Background: an optimization exercise with open tools, aiming at small area, a short achievable clock period and few clock cycles per item. Do not read the settings as production practice. The RTL was checked by simulation tests, not by an equivalence proof against the original design.

==> flow/design.v <==
`default_nettype none
package matrix_pipeline_mac_pkg;
    localparam int DATA_W = 8;    
    localparam int PROD_W = 16;   
    localparam int ACC_W  = 18;   
    localparam int OUT_W  = 16;   
    localparam int N      = 3;    
    typedef enum logic [2:0] {
        IDLE  = 3'd0,
        LOAD  = 3'd1,
        MAC   = 3'd2,
        DRAIN = 3'd3,
        DONE  = 3'd4
    } state_t;
endpackage
`default_nettype wire
`default_nettype none
import matrix_pipeline_mac_pkg::*;
module mac_lane
(
    input  wire logic              clk,
    input  wire logic              rst,
    input  wire logic              clr,
    input  wire logic              load_p,
    input  wire logic              acc_en,
    input  wire logic [DATA_W-1:0] a,
    input  wire logic [DATA_W-1:0] b,
    output logic      [OUT_W-1:0]  acc_lo
);
    logic [PROD_W-1:0] w_prod;
    logic [PROD_W-1:0] r_p;
    logic [ACC_W-1:0]  r_acc;
    assign w_prod = {{(PROD_W-DATA_W){1'b0}}, a} * {{(PROD_W-DATA_W){1'b0}}, b};
    always_ff @(posedge clk or posedge rst) begin
        if (rst) begin
            r_p   <= '0;
            r_acc <= '0;
        end else begin
            if (clr) begin
                r_acc <= '0;
            end else if (acc_en) begin
                r_acc <= r_acc + {{(ACC_W-PROD_W){1'b0}}, r_p};
            end
            if (load_p) begin
                r_p <= w_prod;
            end
        end
    end
    assign acc_lo = r_acc[OUT_W-1:0];
endmodule
`default_nettype wire
`default_nettype none
import matrix_pipeline_mac_pkg::*;
module matrix_pipeline_mac_top
(
    input  wire logic              clk,
    input  wire logic              rst,
    input  wire logic              start,
    input  wire logic [DATA_W-1:0] a11,
    input  wire logic [DATA_W-1:0] a12,
    input  wire logic [DATA_W-1:0] a13,
    input  wire logic [DATA_W-1:0] a21,
    input  wire logic [DATA_W-1:0] a22,
    input  wire logic [DATA_W-1:0] a23,
    input  wire logic [DATA_W-1:0] a31,
    input  wire logic [DATA_W-1:0] a32,
    input  wire logic [DATA_W-1:0] a33,
    input  wire logic [DATA_W-1:0] b11,
    input  wire logic [DATA_W-1:0] b12,
    input  wire logic [DATA_W-1:0] b13,
    input  wire logic [DATA_W-1:0] b21,
    input  wire logic [DATA_W-1:0] b22,
    input  wire logic [DATA_W-1:0] b23,
    input  wire logic [DATA_W-1:0] b31,
    input  wire logic [DATA_W-1:0] b32,
    input  wire logic [DATA_W-1:0] b33,
    output wire logic [OUT_W-1:0]  c11,
    output wire logic [OUT_W-1:0]  c12,
    output wire logic [OUT_W-1:0]  c13,
    output wire logic [OUT_W-1:0]  c21,
    output wire logic [OUT_W-1:0]  c22,
    output wire logic [OUT_W-1:0]  c23,
    output wire logic [OUT_W-1:0]  c31,
    output wire logic [OUT_W-1:0]  c32,
    output wire logic [OUT_W-1:0]  c33,
    output wire logic              done
);
    matrix_pipeline_mac_pkg::state_t r_state;
    logic [1:0]        r_k;
    logic              r_done;
    logic [DATA_W-1:0] r_a [N][N];
    logic [DATA_W-1:0] r_b [N][N];
    logic [OUT_W-1:0]  r_c [N][N];
    logic [DATA_W-1:0] w_a_op [N];    
    logic [DATA_W-1:0] w_b_op [N];    
    logic [OUT_W-1:0]  w_acc_lo [N][N];
    logic              w_clr;
    logic              w_load_p;
    logic              w_acc_en;
    assign w_clr    = (r_state == IDLE) && start;
    assign w_load_p = (r_state == LOAD) || (r_state == MAC);
    assign w_acc_en = (r_state == MAC)  || (r_state == DRAIN);
    always_comb begin
        for (int i = 0; i < N; i++) begin
            w_a_op[i] = r_a[i][0];
            w_b_op[i] = r_b[0][i];
            case (r_k)
                2'd1: begin
                    w_a_op[i] = r_a[i][1];
                    w_b_op[i] = r_b[1][i];
                end
                2'd2: begin
                    w_a_op[i] = r_a[i][2];
                    w_b_op[i] = r_b[2][i];
                end
                default: ;
            endcase
        end
    end
    always_ff @(posedge clk or posedge rst) begin
        if (rst) begin
            r_state <= IDLE;
            r_k     <= 2'd0;
            r_done  <= 1'b0;
            for (int i = 0; i < N; i++) begin
                for (int j = 0; j < N; j++) begin
                    r_a[i][j] <= '0;
                    r_b[i][j] <= '0;
                    r_c[i][j] <= '0;
                end
            end
        end else begin
            r_done <= 1'b0;
            case (r_state)
                IDLE: begin
                    if (start) begin
                        r_a[0][0] <= a11; r_a[0][1] <= a12; r_a[0][2] <= a13;
                        r_a[1][0] <= a21; r_a[1][1] <= a22; r_a[1][2] <= a23;
                        r_a[2][0] <= a31; r_a[2][1] <= a32; r_a[2][2] <= a33;
                        r_b[0][0] <= b11; r_b[0][1] <= b12; r_b[0][2] <= b13;
                        r_b[1][0] <= b21; r_b[1][1] <= b22; r_b[1][2] <= b23;
                        r_b[2][0] <= b31; r_b[2][1] <= b32; r_b[2][2] <= b33;
                        r_k     <= 2'd0;
                        r_state <= LOAD;
                    end
                end
                LOAD: begin
                    r_k     <= 2'd1;
                    r_state <= MAC;
                end
                MAC: begin
                    if (r_k == 2'd2) begin
                        r_k     <= 2'd0;
                        r_state <= DRAIN;
                    end else begin
                        r_k <= r_k + 2'd1;
                    end
                end
                DRAIN: begin
                    r_state <= DONE;
                end
                DONE: begin
                    for (int i = 0; i < N; i++) begin
                        for (int j = 0; j < N; j++) begin
                            r_c[i][j] <= w_acc_lo[i][j];
                        end
                    end
                    r_done  <= 1'b1;
                    r_state <= IDLE;
                end
                default: begin
                    r_state <= IDLE;
                end
            endcase
        end
    end
    for (genvar gi = 0; gi < N; gi++) begin : g_row
        for (genvar gj = 0; gj < N; gj++) begin : g_col
            mac_lane u_lane (
                .clk    (clk),
                .rst    (rst),
                .clr    (w_clr),
                .load_p (w_load_p),
                .acc_en (w_acc_en),
                .a      (w_a_op[gi]),
                .b      (w_b_op[gj]),
                .acc_lo (w_acc_lo[gi][gj])
            );
        end
    end
    assign c11  = r_c[0][0];
    assign c12  = r_c[0][1];
    assign c13  = r_c[0][2];
    assign c21  = r_c[1][0];
    assign c22  = r_c[1][1];
    assign c23  = r_c[1][2];
    assign c31  = r_c[2][0];
    assign c32  = r_c[2][1];
    assign c33  = r_c[2][2];
    assign done = r_done;
endmodule
`default_nettype wire
==> flow/run.sh <==
#!/bin/bash
# synth_recipe.tcl (not shown) runs the flow's synth.tcl, then flattens the netlist and writes it again
# the make line also repeats each setting of config.mk as NAME=value (left out here)
make -C /OpenROAD-flow-scripts/flow DESIGN_CONFIG=/design/flow/config.mk WORK_HOME=/design/flow/orfs CLKGATE_MAP_FILE= SYNTH_SCRIPT=/design/flow/synth_recipe.tcl finish
==> flow/config.mk <==
export PLATFORM = sky130hd
export DESIGN_NAME = matrix_pipeline_mac_top
export DESIGN_NICKNAME = matrix_pipeline_mac_top
export VERILOG_FILES = /design/flow/design.v
export SDC_FILE = /design/flow/constraint.sdc
export NUM_CORES = 4
export LEC_CHECK = 0
export CAP_MARGIN = 20
export CORE_MARGIN = 2
export CORE_UTILIZATION = 40
export SLEW_MARGIN = 20
==> flow/constraint.sdc <==
create_clock -name core_clock -period 8.0 [get_ports {clk}]
set_input_delay 1.6000 -clock core_clock [delete_from_list [all_inputs] [get_ports {clk}]]
set_output_delay 1.6000 -clock core_clock [all_outputs]
set_load 0.01 [all_outputs]
==> out/qor.txt <==
Final Hold Vio Count: 0
Sequential-to-total area share from yosys stat: 31.9%
Arr. time, crit path: 7.09 ns
Syn nets: 5665
Slew headroom: 21.4%
Slowest stage delay, CP: 0.93 ns
Initial Utilization: 40.1%
Cell count after placement: 6372
Row count: 124
Via Count: 34000
YS warnings: 13
Cell taking the most area after synthesis: dfrtp_1
Final setup margin: 1.39 ns
Share of layout cells above drive strength 1: 12.1%
Critical path startpoint category: register
Synth Area per Inst: 9.68 um^2
Placer Congestion: 0.844
Most frequent cells after synthesis: dfrtp_1, nor2_1, inv_1
Hold buffers post-CTS: 0
Final ANT Viol Nets: 0
Slew @ Worst Pin: 1.18 ns
Die ar.: 117000 um^2
Achievable Freq: 151 MHz
Initial antenna violation count: 2
Minimum clock period: 6.61 ns
Worst-case clock buffer depth: 3
H-tree Lvls: 3
Crit-path max FO: 85
Port bufs: 291
Vias in the first global route: 33800
Pre-CTS WS: 1.43 ns
Post-synth EDFFs: 0
Remaining DRCs: 0
CTS Root Cell: clkbuf_16
Nets@finish: 5877
Total track usage: 20.8%
Tcrit/Tclk final: 82.6%
Post-CTS Setup Bufs: 0
Top-count cell post-synth: dfrtp_1
Num CTS Buffers: 72
Ys flop type: dfrtp_1
Crit path kind: reg -> reg
Worst path required time: 8.48 ns
DIE WIDTH: 342 um
CP cell instances: inv_1, ha_4, nor2_1, a21oi_1, nand2_1, fa_1, fa_1, fa_1, fa_1, inv_1, ha_1, a21boi_0, o21a_1, nor2_1, o21ai_0, a21oi_1, mux2i_1, o311ai_0
Clk_skew: 0.0214 ns
Post-Layout Cell Count: 6501
Mapped Area: 45700 um^2
CP Capture Type: register
Die Span Y: 342 um
Worst min-delay path class: reg -> reg
WP buf/inv: 2
Area growth syn-to-layout: 15.7%
Routed WL: 121000 um
GRT Residual Overflow: 0
CTS tree: yes
Slowest CP cell: ha_4
Clk pin slew, worst setup/hold paths: 0.06 ns
FFs w/ async S/R, synth: 100%
Pin count of the biggest net entering global routing: 189
Mapped Cells: 4722
Sink Count: 582
Largest delay contributor family on the critical path: adder cells
Unrepaired setup endpoints after global routing: no
Fillers: 10900
Yosys reg bits: 582
DRT Pass-1 Iters: 6
Synth cell types: 71
Most frequent CP cell: fa_1
Vias/cell: 5.23
Total I/O pin count: 292
Yosys top cell area share: 31.9%
Post-CTS sizing: 0
Max-Cap Viols: 0
Initial drt markers: 2410
Max Transition Viols Final: 0
Final setup violation count: 0
WL/cell: 18.6 um
Status: timing/DRC/antenna clean
First-pass GRT wire length: 193000 um
Core area: 114000 um^2
Final HPWL DP: 90000 um
Clock latency (worst-skew pair): 0.65 ns
Area contributors post-synth: dfrtp_1, fa_1, ha_1
[worst min-delay path, cell delays in order (launching register included)]
cell,delay (ns)
dfrtp_1,0.35
nand2_1,0.05
nand2_1,0.06
[worst paths after layout]
path	cells past startpoint	from	slack, ns	end
max	18	r_k[0]	1.39	g_row[0].g_col[0].u_lane.r_p[13]
min	2	g_row[0].g_col[2].u_lane.r_p[2]	0.49	g_row[0].g_col[2].u_lane.r_p[2]
max reg2reg	18	r_k[0]	1.39	g_row[0].g_col[0].u_lane.r_p[13]
min reg2reg	2	g_row[0].g_col[2].u_lane.r_p[2]	0.49	g_row[0].g_col[2].u_lane.r_p[2]
max in group asynchronous	4	rst	4.81	r_b[2][5]
min in group asynchronous	2	rst	1.42	r_c[4][5]
[stage by stage]
stage / TNS (ns) / hold slack, ns / area, um^2 / utilization, %
finish: 0 / 0.486 / 52900 / 46.4
global route: 0 / 0.517 / 52900 / 46.4
CTS: 0 / 0.494 / 52900 / 46.4
detailed placement: 0 / 0.476 / 50400 / 44.2
global placement: 0 / 0.474 / 50400 / 44.2
floorplan: -891.31 / 0.445 / 45700 / -
[final cells by class]
type                            instances  area [um^2]  area share (%)
Timing Repair Buffer                  360         3480            6.58
Clock buffer                           97         2040            3.85
Tap cell                             1512         1890            3.58
Inverter                              517         1940            3.68
Multi-Input combinational cell       3401        28500            53.9
Clock inverter                         31          463           0.876
Sequential cell                       582        14600            27.5
Antenna cell                            1         2.50         0.00473
[sequential cells by signal, indices dropped and copies added, names as in the netlist]
register                  count
r_state                       3
r_done                        1
g_row.g_col.u_lane.r_p      144
r_b                          72
r_k                           2
r_a                          72
g_row.g_col.u_lane.r_acc    144
r_c                         144
[cells in the final DEF, fill, tap and decap left out, drive strengths merged, types with 16 or more instances in the layout]
cell type	netlist	layout
dfrtp	582	582
nor2	557	557
inv	517	524
ha	463	463
nand2	425	425
fa	333	333
o21ai	310	310
clkdlybuf4s50	0	291
mux2	290	290
a21oi	141	141
xor2	99	99
xnor2	98	98
clkbuf	168	97
a21o	80	80
buf	54	69
nand2b	61	61
or2	53	53
nor3	49	49
a22oi	48	48
o22ai	42	42
nand3	37	37
o21bai	35	35
or3	24	24
a211oi	23	23
nor2b	21	21
o31ai	20	20
and3	19	19
o21a	16	16
a31oi	16	16
[cell families after synthesis]
logic type,after synthesis,share of synthesized area (%)
adder cells (fa/ha/maj),796,27.3
multiplexers,294,7.23
AO/OA/AOI/OAI,828,11.6
flip-flops,582,31.9
AND/OR/NAND/NOR,1286,12.1
buffers and inverters,739,6.21
XOR/XNOR,197,3.79
[layer usage]
metal	wire length [um]	global-route usage [%]
met1	60300	31.8
met2	50600	30.5
met3	7360	3.39
met4	2460	5.14
met5	0	0
Testbench counts, summed over its fixed seeds: cycles 48,000, items 8,000.

-- port drivers added, routing unchanged --
The results above use ideal ports. As a check the final layout listed here was re-extracted and re-timed, cells and wires unchanged.
Step 1: set_driving_cell puts a clkbuf_16 on clk and a buf_2 on each other input, an assumption about the parent block.
Step 2 also shifts input and output timing later by t, the mid clock arrival at the registers, as if the neighbouring blocks saw the same clock.
Three values: no drivers, after step 1, after step 2; two values: the first two.
t, ns: 0.712
slack for setup (ns): 1.390 / 1.390 / 1.390
worst slew at a driven data input, ns: 0.07
After both steps setup and hold are still met in this run. For this run, drivers alone change the setup slack by 0.000 ns; drivers and shift together by 0.000 ns.
